Context: an optimization exercise on an open-source flow, tuned for small area, a short achievable clock period and few clock cycles. The choices shown serve that exercise and are no tape-out recipe. In this exercise RTL edits were held to simulation tests only and were not proved equivalent to the original. No activity file was given, so power comes from the tool's default toggle rates.

==> design/flow/design.v <==
`default_nettype none
package gpsc_pkg;
    localparam int MAX_ROWS  = 64;
    localparam int MAX_COLS  = 64;
    localparam int MAX_CELLS = 63;
    localparam int ROW_W = $clog2(MAX_ROWS);
    localparam int COL_W = $clog2(MAX_COLS);
    localparam int CNT_W = $clog2(MAX_CELLS + 1);
    localparam int DIV_NW = 48;
    localparam int DIV_DW = 24;
    localparam logic signed [31:0] SPAN_EMPTY_MIN = 32'sh7fffffff;
    localparam logic signed [31:0] SPAN_EMPTY_MAX = -32'sh7fffffff;
    localparam int                 SHORT_EDGE     = 16;
    typedef enum logic [1:0] {
        OP_CLEAR    = 2'd0,
        OP_ADD_EDGE = 2'd1,
        OP_EMIT     = 2'd2,
        OP_NONE     = 2'd3
    } t_op;
    typedef enum logic [1:0] {
        CFG_CELL_WIDTH = 2'd0,
        CFG_CELL_DEPTH = 2'd1,
        CFG_GRID_COLS  = 2'd2,
        CFG_GRID_ROWS  = 2'd3
    } t_cfg_idx;
endpackage
`default_nettype wire
`default_nettype none
import gpsc_pkg::*;
module gpsc_div (
    input  wire logic                     i_clk,
    input  wire logic                     i_rst_n,
    input  wire logic                     i_start,
    input  wire logic signed [gpsc_pkg::DIV_NW-1:0] i_dividend,
    input  wire logic signed [gpsc_pkg::DIV_DW-1:0] i_divisor,
    output logic                          o_done,
    output logic signed [gpsc_pkg::DIV_NW-1:0]      o_quotient
);
    localparam int STEP_W = $clog2(DIV_NW);
    logic              r_busy;
    logic              r_done;
    logic [STEP_W-1:0] r_cnt;
    logic [DIV_NW-1:0] r_q;
    logic [DIV_DW:0]   r_rem;
    logic [DIV_DW-1:0] r_dv;
    logic              r_neg;
    logic [DIV_DW:0]   w_trial;
    logic              w_fit;
    assign w_trial = {r_rem[DIV_DW-1:0], r_q[DIV_NW-1]};
    assign w_fit   = (w_trial >= {1'b0, r_dv});
    always_ff @(posedge i_clk) begin
        if (!i_rst_n) begin
            r_busy <= 1'b0;
            r_done <= 1'b0;
        end else begin
            r_done <= 1'b0;
            if (i_start) begin
                r_busy <= 1'b1;
            end else if (r_busy && (r_cnt == '0)) begin
                r_busy <= 1'b0;
                r_done <= 1'b1;
            end
        end
    end
    always_ff @(posedge i_clk) begin
        if (i_start) begin
            r_cnt <= STEP_W'(DIV_NW - 1);
            r_q   <= i_dividend[DIV_NW-1] ? DIV_NW'(-i_dividend) : i_dividend;
            r_dv  <= i_divisor[DIV_DW-1] ? DIV_DW'(-i_divisor) : i_divisor;
            r_rem <= '0;
            r_neg <= i_dividend[DIV_NW-1] ^ i_divisor[DIV_DW-1];
        end else if (r_busy) begin
            r_cnt <= r_cnt - STEP_W'(1);
            r_rem <= w_fit ? (w_trial - {1'b0, r_dv}) : w_trial;
            r_q   <= {r_q[DIV_NW-2:0], w_fit};
        end
    end
    assign o_done     = r_done;
    assign o_quotient = r_neg ? $signed(DIV_NW'(-r_q)) : $signed(r_q);
endmodule
`default_nettype wire
`default_nettype none
import gpsc_pkg::*;
module grid_polygon_span_cell_list (
    input  wire logic               i_clk,
    input  wire logic               i_rst_n,
    input  wire logic               i_in_valid,
    output logic                    o_in_stall,
    input  wire logic [1:0]         i_operation,
    input  wire logic signed [23:0] i_start_x,
    input  wire logic signed [23:0] i_start_z,
    input  wire logic signed [23:0] i_end_x,
    input  wire logic signed [23:0] i_end_z,
    output logic                    o_out_valid,
    input  wire logic               i_out_stall,
    output logic                    o_cell_valid,
    output logic [11:0]             o_cell_index,
    output logic                    o_list_last,
    input  wire logic               i_cfg_valid,
    output logic                    o_cfg_ready,
    input  wire logic [1:0]         i_cfg_index,
    input  wire logic [15:0]        i_cfg_data
);
    typedef enum logic [19:0] {
        S_IDLE  = 20'h00001,
        S_DX0   = 20'h00002,    
        S_DZ0   = 20'h00004,    
        S_DZ1   = 20'h00008,    
        S_TZM   = 20'h00010,    
        S_TZA   = 20'h00020,    
        S_LOOP  = 20'h00040,    
        S_SKM   = 20'h00080,    
        S_SKA   = 20'h00100,    
        S_TXM   = 20'h00200,    
        S_DTX   = 20'h00400,    
        S_DXR   = 20'h00800,    
        S_RD    = 20'h01000,    
        S_WR    = 20'h02000,    
        S_FIN   = 20'h04000,    
        S_DX1   = 20'h08000,    
        S_ERD   = 20'h10000,    
        S_ECLP  = 20'h20000,    
        S_ECELL = 20'h40000,    
        S_ETERM = 20'h80000     
    } t_state;
    t_state r_state;
    logic [15:0] r_cell_width;
    logic [15:0] r_cell_depth;
    logic [6:0]  r_grid_cols;
    logic [6:0]  r_grid_rows;
    logic signed [23:0] r_x0, r_z0, r_x1, r_z1;
    logic signed [24:0] r_mz, r_mz1;
    logic signed [31:0] r_tz;
    logic signed [31:0] r_lo, r_hi;
    logic signed [DIV_NW-1:0] r_tx;
    logic               r_final;
    logic               r_skdn;
    logic               r_div_go;
    logic signed [24:0] r_ma;
    logic signed [23:0] r_mb;
    logic signed [48:0] r_prod;
    logic signed [31:0] mem_min [MAX_ROWS];
    logic signed [31:0] mem_max [MAX_ROWS];
    logic [MAX_ROWS-1:0] r_vld;
    logic signed [31:0] r_rd_min, r_rd_max;
    logic               r_rd_vld;
    logic [ROW_W-1:0] r_ez;
    logic [11:0]      r_base;
    logic [COL_W-1:0] r_ex, r_ehi;
    logic [CNT_W-1:0] r_cnt;
    logic        r_ov;
    logic        r_ocv;
    logic [11:0] r_oidx;
    logic        r_olast;
    logic [15:0]        w_xl, w_zl;
    logic [6:0]         w_rows, w_cols;
    logic signed [24:0] w_dz;
    logic               w_up, w_dn, w_long, w_xpos;
    logic               w_in_grid;
    logic signed [31:0] w_z1_32, w_zl_32;
    logic signed [25:0] w_mz26, w_mz126, w_rows26, w_na, w_nb, w_n;
    logic signed [32:0] w_tzd;
    logic signed [24:0] w_xd, w_xs;
    logic signed [31:0] w_cur_min, w_cur_max, w_new_min, w_new_max;
    logic signed [31:0] w_elo, w_ehi, w_cmax;
    logic [6:0]         w_ez_n;
    logic [CNT_W:0]     w_cnt_n;
    logic               w_free;
    logic               w_oload;
    logic [ROW_W-1:0]   w_raddr;
    logic               w_div_state, w_div_start, w_div_done;
    logic signed [DIV_NW-1:0] w_div_n, w_div_q;
    logic signed [DIV_DW-1:0] w_div_d;
    logic signed [31:0] w_qsat;
    assign w_xl   = (r_cell_width == '0) ? 16'd1 : r_cell_width;
    assign w_zl   = (r_cell_depth == '0) ? 16'd1 : r_cell_depth;
    assign w_rows = (r_grid_rows > 7'(MAX_ROWS)) ? 7'(MAX_ROWS) : r_grid_rows;
    assign w_cols = (r_grid_cols > 7'(MAX_COLS)) ? 7'(MAX_COLS) : r_grid_cols;
    assign w_dz    = 25'(r_z1) - 25'(r_z0);
    assign w_up    = (r_z1 > r_z0);
    assign w_dn    = (r_z1 < r_z0);
    assign w_long  = (w_dz >= 25'sd16) || (w_dz <= -25'sd16);    
    assign w_xpos  = (r_x1 >= r_x0);
    assign w_z1_32 = 32'(r_z1);
    assign w_zl_32 = $signed({16'd0, w_zl});
    assign w_rows26  = $signed({19'd0, w_rows});
    assign w_mz26    = 26'(r_mz);
    assign w_mz126   = 26'(r_mz1);
    assign w_in_grid = !r_mz[24] && (w_mz26 < w_rows26);
    always_comb begin
        if (r_mz[24]) begin
            w_na = -w_mz26;
            w_nb = w_mz126 - w_mz26;
        end else begin
            w_na = w_mz26 - (w_rows26 - 26'sd1);
            w_nb = w_mz26 - w_mz126;
        end
        w_n = (w_nb < w_na) ? w_nb : w_na;
    end
    assign w_tzd = 33'(r_tz) - 33'(r_z0);
    assign w_xd  = 25'(r_x1) - 25'(r_x0);
    assign w_xs  = 25'(r_x0) + 25'(r_x1);
    assign w_raddr   = (r_state == S_ERD) ? r_ez : r_mz[ROW_W-1:0];
    assign w_cur_min = r_rd_vld ? r_rd_min : SPAN_EMPTY_MIN;
    assign w_cur_max = r_rd_vld ? r_rd_max : SPAN_EMPTY_MAX;
    assign w_new_min = (r_lo < w_cur_min) ? r_lo : w_cur_min;
    assign w_new_max = (r_hi > w_cur_max) ? r_hi : w_cur_max;
    assign w_cmax  = $signed({25'd0, w_cols}) - 32'sd1;
    assign w_elo   = (w_cur_min > 32'sd0) ? w_cur_min : 32'sd0;
    assign w_ehi   = (w_cur_max < w_cmax) ? w_cur_max : w_cmax;
    assign w_ez_n  = {1'b0, r_ez} + 7'd1;
    assign w_cnt_n = {1'b0, r_cnt} + (CNT_W+1)'(1);
    assign w_free  = !r_ov || !i_out_stall;
    assign w_oload = w_free && ((r_state == S_ECELL) || (r_state == S_ETERM));
    assign w_div_state = (r_state == S_DX0) || (r_state == S_DZ0) || (r_state == S_DZ1) ||
                         (r_state == S_DTX) || (r_state == S_DXR) || (r_state == S_DX1);
    assign w_div_start = w_div_state && !r_div_go;
    always_comb begin
        w_div_n = DIV_NW'(r_x0);
        w_div_d = $signed({8'd0, w_xl});
        unique case (r_state)
            S_DZ0: begin
                w_div_n = DIV_NW'(r_z0);
                w_div_d = $signed({8'd0, w_zl});
            end
            S_DZ1: begin
                w_div_n = DIV_NW'(r_z1);
                w_div_d = $signed({8'd0, w_zl});
            end
            S_DTX: begin
                w_div_n = r_prod[DIV_NW-1:0];
                w_div_d = DIV_DW'(w_dz >>> 4);
            end
            S_DXR: w_div_n = r_tx;
            S_DX1: w_div_n = DIV_NW'(r_x1);
            default: w_div_n = DIV_NW'(r_x0);
        endcase
    end
    gpsc_div u_div (
        .i_clk      (i_clk),
        .i_rst_n    (i_rst_n),
        .i_start    (w_div_start),
        .i_dividend (w_div_n),
        .i_divisor  (w_div_d),
        .o_done     (w_div_done),
        .o_quotient (w_div_q)
    );
    always_comb begin
        if (!w_div_q[DIV_NW-1] && (|w_div_q[DIV_NW-2:31])) begin
            w_qsat = 32'sh7fffffff;
        end else if (w_div_q[DIV_NW-1] && !(&w_div_q[DIV_NW-2:31])) begin
            w_qsat = 32'sh80000000;
        end else begin
            w_qsat = w_div_q[31:0];
        end
    end
    always_ff @(posedge i_clk) begin
        r_prod <= 49'(r_ma) * 49'(r_mb);
    end
    always_ff @(posedge i_clk) begin
        if (r_state == S_WR) begin
            mem_min[r_mz[ROW_W-1:0]] <= w_new_min;
            mem_max[r_mz[ROW_W-1:0]] <= w_new_max;
        end
        r_rd_min <= mem_min[w_raddr];
        r_rd_max <= mem_max[w_raddr];
    end
    always_ff @(posedge i_clk) begin
        if (!i_rst_n) begin
            r_state      <= S_IDLE;
            r_cell_width <= 16'd768;
            r_cell_depth <= 16'd768;
            r_grid_cols  <= 7'd16;
            r_grid_rows  <= 7'd16;
            r_vld        <= '0;
            r_rd_vld     <= 1'b0;
            r_ov         <= 1'b0;
            r_div_go     <= 1'b0;
        end else begin
            r_rd_vld <= r_vld[w_raddr];
            if (w_div_start) begin
                r_div_go <= 1'b1;
            end else if (w_div_done) begin
                r_div_go <= 1'b0;
            end
            if (w_oload) begin
                r_ov <= 1'b1;
            end else if (!i_out_stall) begin
                r_ov <= 1'b0;
            end
            if (i_cfg_valid) begin
                unique case (i_cfg_index)
                    CFG_CELL_WIDTH: r_cell_width <= i_cfg_data;
                    CFG_CELL_DEPTH: r_cell_depth <= i_cfg_data;
                    CFG_GRID_COLS:  r_grid_cols  <= i_cfg_data[6:0];
                    CFG_GRID_ROWS:  r_grid_rows  <= i_cfg_data[6:0];
                endcase
            end
            unique case (r_state)
                S_IDLE: begin
                    if (i_in_valid) begin
                        r_x0 <= i_start_x;
                        r_z0 <= i_start_z;
                        r_x1 <= i_end_x;
                        r_z1 <= i_end_z;
                        r_final <= 1'b0;
                        r_ez    <= '0;
                        r_base  <= '0;
                        r_cnt   <= '0;
                        unique case (i_operation)
                            OP_CLEAR:    r_vld <= '0;
                            OP_ADD_EDGE: r_state <= S_DX0;
                            OP_EMIT:     r_state <= (w_rows == '0) ? S_ETERM : S_ERD;
                            OP_NONE:     r_state <= S_IDLE;
                        endcase
                    end
                end
                S_DX0: begin
                    if (w_div_done) begin
                        r_lo    <= w_qsat;
                        r_hi    <= w_qsat;
                        r_state <= S_DZ0;
                    end
                end
                S_DZ0: begin
                    if (w_div_done) begin
                        r_mz    <= w_div_q[24:0];
                        r_state <= S_DZ1;
                    end
                end
                S_DZ1: begin
                    if (w_div_done) begin
                        r_mz1   <= w_div_q[24:0];
                        r_ma    <= r_mz;
                        r_mb    <= $signed({8'd0, w_zl});
                        r_state <= S_TZM;
                    end
                end
                S_TZM: r_state <= S_TZA;
                S_TZA: begin
                    if (w_up) begin
                        r_tz <= r_prod[31:0] + w_zl_32;
                    end else if (w_dn) begin
                        r_tz <= r_prod[31:0];
                    end else begin
                        r_tz <= 32'(r_z0);
                    end
                    r_state <= S_LOOP;
                end
                S_LOOP: begin
                    if (r_mz == r_mz1) begin
                        r_state <= S_FIN;
                    end else if (w_in_grid) begin
                        if ((w_up && (r_tz >= w_z1_32)) || (w_dn && (r_tz <= w_z1_32))) begin
                            r_state <= S_FIN;
                        end else if (w_long) begin
                            r_ma    <= 25'(w_tzd >>> 2);
                            r_mb    <= 24'(w_xd >>> 2);
                            r_state <= S_TXM;
                        end else begin
                            r_tx    <= DIV_NW'(w_xs >>> 1);
                            r_state <= S_DXR;
                        end
                    end else if ((r_mz[24] && !w_up) || (!r_mz[24] && w_up)) begin
                        r_state <= S_IDLE;
                    end else begin
                        r_skdn  <= !r_mz[24];
                        r_mz    <= r_mz[24] ? 25'(w_mz26 + w_n) : 25'(w_mz26 - w_n);
                        r_ma    <= 25'(w_n);
                        r_mb    <= $signed({8'd0, w_zl});
                        r_state <= S_SKM;
                    end
                end
                S_SKM: r_state <= S_SKA;
                S_SKA: begin
                    r_tz    <= r_skdn ? (r_tz - r_prod[31:0]) : (r_tz + r_prod[31:0]);
                    r_state <= S_LOOP;
                end
                S_TXM: r_state <= S_DTX;
                S_DTX: begin
                    if (w_div_done) begin
                        r_tx    <= w_div_q + DIV_NW'(r_x0);
                        r_state <= S_DXR;
                    end
                end
                S_DXR: begin
                    if (w_div_done) begin
                        if (w_xpos) begin
                            r_hi <= w_qsat;
                        end else begin
                            r_lo <= w_qsat;
                        end
                        r_state <= S_RD;
                    end
                end
                S_RD: r_state <= S_WR;
                S_WR: begin
                    r_vld[r_mz[ROW_W-1:0]] <= 1'b1;
                    if (r_final) begin
                        r_state <= S_IDLE;
                    end else begin
                        if (w_xpos) begin
                            r_lo <= r_hi;
                        end else begin
                            r_hi <= r_lo;
                        end
                        if (w_up) begin
                            r_mz <= r_mz + 25'sd1;
                            r_tz <= r_tz + w_zl_32;
                        end else begin
                            r_mz <= r_mz - 25'sd1;
                            r_tz <= r_tz - w_zl_32;
                        end
                        r_state <= S_LOOP;
                    end
                end
                S_FIN: r_state <= w_in_grid ? S_DX1 : S_IDLE;
                S_DX1: begin
                    if (w_div_done) begin
                        if (w_xpos) begin
                            r_hi <= w_qsat;
                        end else begin
                            r_lo <= w_qsat;
                        end
                        r_final <= 1'b1;
                        r_state <= S_RD;
                    end
                end
                S_ERD: r_state <= S_ECLP;
                S_ECLP: begin
                    if (w_elo > w_ehi) begin
                        if (w_ez_n >= w_rows) begin
                            r_state <= S_ETERM;
                        end else begin
                            r_ez    <= r_ez + ROW_W'(1);
                            r_base  <= r_base + 12'(w_cols);
                            r_state <= S_ERD;
                        end
                    end else begin
                        r_ex    <= w_elo[COL_W-1:0];
                        r_ehi   <= w_ehi[COL_W-1:0];
                        r_state <= S_ECELL;
                    end
                end
                S_ECELL: begin
                    if (w_free) begin
                        r_ocv   <= 1'b1;
                        r_oidx  <= r_base + 12'(r_ex);
                        r_olast <= 1'b0;
                        r_cnt   <= w_cnt_n[CNT_W-1:0];
                        if ((r_ex == r_ehi) || (w_cnt_n == (CNT_W+1)'(MAX_CELLS))) begin
                            if ((w_ez_n >= w_rows) || (w_cnt_n == (CNT_W+1)'(MAX_CELLS))) begin
                                r_state <= S_ETERM;
                            end else begin
                                r_ez    <= r_ez + ROW_W'(1);
                                r_base  <= r_base + 12'(w_cols);
                                r_state <= S_ERD;
                            end
                        end else begin
                            r_ex <= r_ex + COL_W'(1);
                        end
                    end
                end
                S_ETERM: begin
                    if (w_free) begin
                        r_ocv   <= 1'b0;
                        r_oidx  <= '0;
                        r_olast <= 1'b1;
                        r_state <= S_IDLE;
                    end
                end
                default: r_state <= S_IDLE;
            endcase
        end
    end
    assign o_in_stall   = (r_state != S_IDLE);
    assign o_cfg_ready  = 1'b1;
    assign o_out_valid  = r_ov;
    assign o_cell_valid = r_ocv;
    assign o_cell_index = r_oidx;
    assign o_list_last  = r_olast;
endmodule
`default_nettype wire
==> design/flow/run.sh <==
#!/bin/bash
# synth_recipe.tcl (not shown) runs the flow's synth.tcl, then flattens the netlist and writes it again
# the make line also repeats each setting of config.mk as NAME=value (left out here)
make -C /OpenROAD-flow-scripts/flow DESIGN_CONFIG=/design/flow/config.mk WORK_HOME=/design/flow/orfs CLKGATE_MAP_FILE= SYNTH_SCRIPT=/design/flow/synth_recipe.tcl finish
==> design/flow/config.mk <==
export PLATFORM = sky130hd
export DESIGN_NAME = grid_polygon_span_cell_list
export DESIGN_NICKNAME = grid_polygon_span_cell_list
export VERILOG_FILES = /design/flow/design.v
export SDC_FILE = /design/flow/constraint.sdc
export NUM_CORES = 4
export LEC_CHECK = 0
export CAP_MARGIN = 20
export CORE_MARGIN = 2
export CORE_UTILIZATION = 40
export SLEW_MARGIN = 20
==> design/flow/constraint.sdc <==
create_clock -name core_clock -period 12.0 [get_ports {i_clk}]
set_input_delay 2.4000 -clock core_clock [delete_from_list [all_inputs] [get_ports {i_clk}]]
set_output_delay 2.4000 -clock core_clock [all_outputs]
set_load 0.01 [all_outputs]
==> impl_metrics.tcl <==
set metrics [dict create \
    outcome "finished clean" \
    cts_tree "built" \
    drt-met1-wl_mm 295 \
    clk_pin_slew_ns 0.07 \
    cts_max_level 6 \
    grt_pass1_wl_mm 1050 \
    ios 138 \
    hpwl_mm 458 \
    finalHoldViolCount 0 \
    synth-seq-cells 4836 \
    clock-sinks 4836 \
    top_layer_used "met5" \
    area_growth_pct 13.6 \
    ys_types 99 \
    ant_nets 0 \
    synthMuxAreaShare_pct 10.4 \
    fin_skew_ns 0.0842 \
    crit_family "simple AND/OR/NAND/NOR gates" \
    cts_made_buffers 520 \
    synthXorXnorAreaFrac_pct 2.03 \
    fin_crit_sh_pct 96.7 \
    critPathMaxStageDelay_ns 0.56 \
    gr-total-overflow 0 \
    layout_commonest_cell "edfxtp_1" \
    setup_viol 0 \
    initial_core_util_pct 40.1 \
    cp_common_cell "a21oi_2" \
    slew_headroom_pct 14.1 \
    cpMaxStageDelayCell "or4_4" \
    drv_slew 0 \
    post_drt_wl_per_cell_um 29.2 \
    core_sq_mm 0.590 \
    firstDrtPassIters 6 \
    netlist.area_leader.share_pct 57.8 \
    grt_pass1_vias 146000 \
    fp.dieW_um 773 \
    yosys_warnings 2 \
    wl_met2_mm 344 \
    layout_common_cells "edfxtp_1 (4,559), nand2_1 (1,467), mux4_2 (1,040)" \
    avgViaCountPerCell 5.90 \
    min_period_ns 11.60 \
    drive_gt1_share_pct 16.2 \
    synth_cells 16300 \
    stdcell_count 25000 \
    ys_async_sr_fraction_pct 0 \
    syn_area_sq_mm 0.237 \
    critPathKind "reg2reg" \
    synth-compound-area-share_pct 7.84 \
    drt_iter0_drc 16500 \
    synthSimpleGateAreaFrac_pct 7.54 \
    io_buffer_count 136 \
    synthTopCellsByArea "edfxtp_1 (58%), mux4_2 (9.9%), fa_1 (5.4%)" \
    clock_latency_ns 1.11 \
    tightest_slew_ns 1.28 \
    vias 148000 \
    drc 0 \
    nFillCells 51400 \
    antenna_found_initial 30 \
    clk_root_buffer_cell "clkbuf_16" \
    synth_edf_count 4559 \
    syn-mean-instance-area_sq_um 14.5 \
    hp-class "reg2reg" \
    grtUsageTotal_pct 23.9 \
    ys_seq_area_share_pct 60.2 \
    met3WireLength_mm 57.8 \
    row_count 282 \
    r2r_slack_ns 0.40 \
    wl_mm 732 \
    synth_top_family_by_area "multiplexers" \
    dp.cells 24000 \
    crit_required_ns 12.90 \
    nNetsFinal 18200 \
    p_leak_nw 92.7 \
    cp_max_fo 3 \
    pre_cts_ws_ns -0.558 \
    vdd_ir_drop_max_v 0.000158 \
    power_density_mw_per_mm2 141 \
    drv_cap 0 \
    yosysTopAreaCell "edfxtp_1" \
    synthAdderAreaFrac_pct 9.10 \
    cp.buffers_inverters 5 \
    clk_path_buf_depth 4 \
    fmax_mhz 86.2 \
    gp_congestion 0.936 \
    synth_ff_type "edfxtp_1" \
    final.setup.worst_slack_ns 0.397 \
    dieArea_sq_mm 0.598 \
    critPathCaptureType "flop" \
    postCtsHoldBufs 0 \
    arrival_ns 12.51 \
    grt_max_degree 106 \
    die_h_um 773 \
    crit_path_start_kind "flop" \
]
==> per-stage QoR <==
step	util (%)	TNS (ns)	hold slack [ns]	cell area, sq um	power [mW]
finish	45.6	0	0.465	269000	37.9
global route	45.6	-0.0676	0.490	269000	39.1
CTS	45.5	0	0.467	268000	38.1
detailed placement	42.7	-0.866	0.452	252000	22.6
global placement	42.7	-0.960	0.441	252000	22.5
floorplan	-	0	0.431	237000	21.4
==> cells by family (layout without fill, tap and decap cells) <==
group                      count (synthesis)  count (layout)
DFF                                     4836            4836
other                                      2              18
adders and majority gates               1342            1342
xor gates and xnor gates                 546             546
and+or+nand+nor                         3731            3731
AOI/OAI and AO/OA                       2852            2852
buffers and inverters                   1846            2732
muxes                                   1150            1150
==> layout make-up <==
| cell class | count | area [sq um] | area share [%] |
|---|---|---|---|
| flip-flops and latches | 4836 | 142000 | 53.0 |
| inverters | 984 | 3700 | 1.37 |
| clock buffers | 670 | 13800 | 5.15 |
| clock inverters | 272 | 2660 | 0.988 |
| diodes | 14 | 35.0 | 0.0130 |
| multi-input cells | 9625 | 89300 | 33.2 |
| well taps | 7810 | 9770 | 3.63 |
| repair buffers | 806 | 7070 | 2.63 |
==> registers in the layout (all words and copies together), names as in the netlist, 25 cells and up <==
signal     cells
r_hi          32
mem_min     2048
r_tx          48
r_mz          25
r_prod        48
r_vld         64
r_lo          32
r_mz1         25
r_rd_max      32
r_rd_min      32
u_div.r_q     48
mem_max     2048
r_tz          32
r_ma          25
==> what timing repair did <==
item,in CTS,in global routing
hold endpoints to repair,0,0
setup buffers,0,13
setup endpoints to repair,2,7
resized for setup,11,85
pin swaps,1,52
==> synthesized netlist by cell type, types with 20 or more instances <==
master / n
edfxtp_1: 4559
o21a_1: 94
a211oi_1: 405
nor2b_1: 122
or3_1: 76
nand4_1: 91
or2_2: 40
a21o_1: 137
o211ai_1: 30
nand2_1: 1473
a22oi_1: 85
nor4_1: 59
buf_1: 194
xor2_1: 151
o31ai_1: 54
fa_1: 634
dfxtp_1: 277
a21oi_1: 791
or4_1: 24
xnor2_1: 394
nand3_1: 216
nor2_1: 647
a311oi_1: 145
nand3b_1: 20
o221ai_1: 22
nand2b_1: 110
a31oi_1: 202
a21boi_0: 33
o41ai_1: 26
clkbuf_1: 658
o21bai_1: 48
nor3_1: 150
and2_1: 543
inv_1: 979
mux2i_1: 101
mux4_2: 1040
ha_1: 708
and3_1: 77
o21ai_0: 525
o22ai_1: 22
==> power by group <==
part           switching [mW]  leakage [nW]  internal [mW]  total [mW]
Combinational            2.17          41.6           1.32        3.48
Sequential              0.207          43.1           18.6        18.8
Clock                    6.88          8.01           8.79        15.7
Total                    9.25          92.7           28.7        37.9
==> path summary, 6_finish.rpt <==
kind,from,end,cells after the start
setup / recovery,r_grid_rows[6],r_mz[24],54
hold / removal,r_vld[10],r_vld[10],2
setup reg to reg,r_grid_rows[6],r_mz[24],54
hold reg to reg,r_vld[10],r_vld[10],2
==> worst reg2reg max path, delay by kind of cell, from the launching register on <==
kind                     cells  cell delay [ns]
AND/OR/NAND/NOR             19             4.53
AO/OA/AOI/OAI               24             4.49
adder cells (fa/ha/maj)      4             1.03
buffers and inverters        5             0.65
XOR/XNOR                     2             0.43
flip-flops                   1             0.34
==> metal layers <==
layer | vias up | track usage (%)
met5 | - | 0
met4 | 6 | 9.82
met3 | 1359 | 3.41
met2 | 6524 | 38.8
met1 | 76900 | 32.4
li1 | 62900 | -
Testbench counts, summed over its fixed seeds: cycles 341,826.

==> afterwards: timing with drivers on the ports <==
The flow's constraints put no driver on any port. The routed layout listed below was extracted and timed again, unchanged, in two steps. Step 1, drivers: a clkbuf_16 drives i_clk and a buf_2 each remaining input, both assumed. Step 2, shift: input delay + t, output delay - t, t = (earliest + latest rising clock arrival at the registers) / 2. This alone moves slack from input paths to output paths. Slacks: ideal / step 1 / step 2; pairs: ideal / step 1.
t, ns: 1.183
slack for setup (ns): 0.397 / 0.397 / 0.397
pins driven straight from the clock port: 1
After both steps setup and hold are still met in this run. The setup slack of this run moves by 0.000 ns with the drivers and by 0.000 ns with both steps.
